Context: an optimization exercise on an open-source flow, tuned for small area, a short achievable clock period and few clock cycles per item. The choices shown serve that exercise and are no tape-out recipe.
In this exercise RTL edits were held to simulation tests only and were not proved equivalent to the original.
Power is estimated from default activity; no workload was simulated.

## job 890
// mac_array_acc
module mac_array_acc #(
  parameter int DATA_WIDTH = 8,
  parameter int ACC_WIDTH  = 32,
  parameter int LANES      = 4,
  parameter int LEN_W      = 16
) (
  input  logic                        clk,
  input  logic                        rst_n,
  input  logic                        start,
  input  logic [LEN_W-1:0]            vec_len,
  input  logic [LANES*ACC_WIDTH-1:0]  bias,
  input  logic                        sat_en,
  input  logic                        in_valid,
  output logic                        in_ready,
  input  logic [LANES*DATA_WIDTH-1:0] operand_a,
  input  logic [LANES*DATA_WIDTH-1:0] operand_b,
  output logic                        out_valid,
  input  logic                        out_ready,
  output logic [LANES*ACC_WIDTH-1:0]  out_data,
  output logic [LANES-1:0]            overflow,
  output logic                        busy
);
Size in the first run: roughly 350 I/O pins, ~19000 sq um of cells after synthesis.
==> flow/config.mk <==
export PLATFORM = sky130hd
export DESIGN_NAME = mac_array_acc
export DESIGN_NICKNAME = mac_array_acc
export VERILOG_FILES = /design/flow/design.v
export SDC_FILE = /design/flow/constraint.sdc
export NUM_CORES = 4
export LEC_CHECK = 0
export ABC_AREA = 1
export CAP_MARGIN = 20
export CORE_MARGIN = 2
export CORE_UTILIZATION = 65
export SETUP_SLACK_MARGIN = 1.0
export SLEW_MARGIN = 20
==> flow/constraint.sdc <==
create_clock -name core_clock -period 5.5 [get_ports {clk}]
set_input_delay 1.1000 -clock core_clock [delete_from_list [all_inputs] [get_ports {clk}]]
set_output_delay 1.1000 -clock core_clock [all_outputs]
set_load 0.01 [all_outputs]
standard.sh (not shown) runs the stock make flow with config.mk's settings and CLKGATE_MAP_FILE= SYNTH_SCRIPT=/design/flow/synth_recipe.tcl, a recipe that flattens the netlist after the stock synthesis.
==> flow/flow/run.sh <==
#!/bin/bash
# The standard layout, with the smallest plain buffer on every port in
# place of the default port buffer cell, and a clock tree without dummy
# loads and with larger sink clusters.
set -euo pipefail
bash standard.sh \
  'BUFFER_PORTS_ARGS=-buffer_cell sky130_fd_sc_hd__buf_1' \
  'CTS_ARGS=-sink_clustering_enable -repair_clock_nets -dont_use_dummy_load -sink_clustering_size 30 -sink_clustering_max_diameter 80' \
  finish > standard.log 2>&1
Job 890: no failed stages, no open violations at the end
Testbench counts of job 890, summed over its fixed seeds: cycles 5,520, jobs 320.
Edits applied to the flow inputs when going from job 890 to job 6846:
# job 890
export LEC_CHECK = 0
export ABC_AREA = 1
export CAP_MARGIN = 20
export CORE_MARGIN = 2
export CORE_UTILIZATION = 65
export SETUP_SLACK_MARGIN = 1.0
export SLEW_MARGIN = 20
create_clock -name core_clock -period 5.5 [get_ports {clk}]
# job 6846
export LEC_CHECK = 0
export ABC_AREA = 0
export CAP_MARGIN = 20
export CORE_MARGIN = 2
export CORE_UTILIZATION = 40
export SETUP_SLACK_MARGIN = 0.8
export SLEW_MARGIN = 20
create_clock -name core_clock -period 5.5 [get_ports {clk}]
### Flow results
- In the flow results for job 890 and job 6846, the share of power burned in the clock network is larger on job 6846.
- Lower number of clock buffer instances in the layout among job 890 and job 6846: job 890
- Compared with job 890, job 6846 shows routed wire length that has gone up by more than 10%.
- On number of buffer and inverter stages on the critical path: between job 890 and job 6846, it ends up lower for job 6846.
- Side by side, tightest slew margin relative to the limit turned out higher in job 6846 than in job 890.
- Compared with job 890, job 6846 is more frugal on power.
- The worst-case setup margin in the final layout of job 6846 falls short of that of job 890 by 0.12 ns.
- Arrival time reported for the critical path endpoint | job 6846 above job 890
- Job 6846 against job 890; layout inverter count without the clock tree is down by more than half.
--- input diff job 6846..job 264 ---
# job 6846
export LEC_CHECK = 0
export ABC_AREA = 0
export CAP_MARGIN = 20
export CORE_MARGIN = 2
export CORE_UTILIZATION = 40
export SETUP_SLACK_MARGIN = 0.8
export SLEW_MARGIN = 20
create_clock -name core_clock -period 5.5 [get_ports {clk}]
# job 264
export LEC_CHECK = 0
export ABC_AREA = 1
export ABC_CLOCK_PERIOD_IN_PS = 4400
export CAP_MARGIN = 20
export CORE_MARGIN = 2
export CORE_UTILIZATION = 55
export SETUP_SLACK_MARGIN = 1.0
export SLEW_MARGIN = 20
create_clock -name core_clock -period 5.5 [get_ports {clk}]
Findings:
- Changes observed in job 264 relative to job 6846: final setup skew now sits higher, clock-buffer cell count now sits higher, worst-case vdd ir drop now sits higher, number of well taps now sits lower.
- Job 264 reports a higher synthesized cell count than job 6846 does.
- Delta (job 264 minus job 6846): routed wire length fell about 16%; pre-CTS worst setup slack increased by 0.32 ns relative to the old numbers; pin count of the biggest net entering global routing increased by about 100% relative to the old numbers.
Inputs modified between job 264 and job 2472:
# job 264
export LEC_CHECK = 0
export ABC_AREA = 1
export ABC_CLOCK_PERIOD_IN_PS = 4400
export CAP_MARGIN = 20
export CORE_MARGIN = 2
export CORE_UTILIZATION = 55
export SETUP_SLACK_MARGIN = 1.0
export SLEW_MARGIN = 20
create_clock -name core_clock -period 5.5 [get_ports {clk}]
# job 2472
export LEC_CHECK = 0
export ABC_AREA = 1
export CAP_MARGIN = 20
export CORE_MARGIN = 2
export CORE_UTILIZATION = 40
export SETUP_SLACK_MARGIN = 1.0
export SLEW_MARGIN = 20
create_clock -name core_clock -period 5.5 [get_ports {clk}]
Findings:
Per the final summary, job 2472 finished and its layout is clean on timing, DRC and antenna.
Job 2472: final cell area excluding filler cells higher than job 264
The highest metal layer with signal wires comes out met4 in one run and met5 in the other, namely in job 264 and job 2472 respectively.
~same number of multi-input logic gates in job 264 and job 2472
Compared job 264 against job 2472; non-clock buffer count within noise.
Routed wire in job 2472 totals more than in job 264.
For final estimated routing congestion in global placement, job 264 and job 2472 come out practically identical.
Job 2472 vs. job 264: post-placement setup slack shows a reduction of 0.080 ns, met3 demand-to-capacity share in global routing moved down, portion of the clock cycle consumed by the worst path in the final layout saw a decrease, design internal power has increased.

## afterwards: timing with drivers on the ports
The results above use ideal ports. As a check the final layouts listed here were re-extracted and re-timed, cells and wires unchanged.
Step 1 (the two cells are an assumption about what drives the block):
set clk [get_ports {clk}]
set_driving_cell -lib_cell sky130_fd_sc_hd__clkbuf_16 $clk
set_driving_cell -lib_cell sky130_fd_sc_hd__buf_2 [delete_from_list [all_inputs] $clk]
Step 2 adds t to the input delays and takes it off the output delays; t is the mean of the earliest and latest rising clock arrival at the registers after step 1. Input paths then give back, and output paths get back, about the clock's delay inside the block.
Slacks: ideal ports / drivers / drivers and shift; pairs: ideal ports / drivers.
run	t, ns	setup slack, ns	clock arrival spread, ns	worst register clock-pin slew, ns	pins driven straight from the clock port
job 890	0.538	1.086 / 1.033 / 0.735	0.068 / 0.068	0.11 / 0.11	1
job 6846	0.544	0.966 / 0.913 / 0.435	0.060 / 0.060	0.11 / 0.11	1
job 264	0.533	1.133 / 1.086 / 0.686	0.065 / 0.065	0.10 / 0.10	1
job 2472	0.572	1.167 / 1.129 / 0.610	0.074 / 0.075	0.09 / 0.09	1
After both steps every run listed still meets setup and hold. The setup slack of job 2472, which loses most, moves by -0.038 ns with the drivers and by -0.557 ns with both steps.
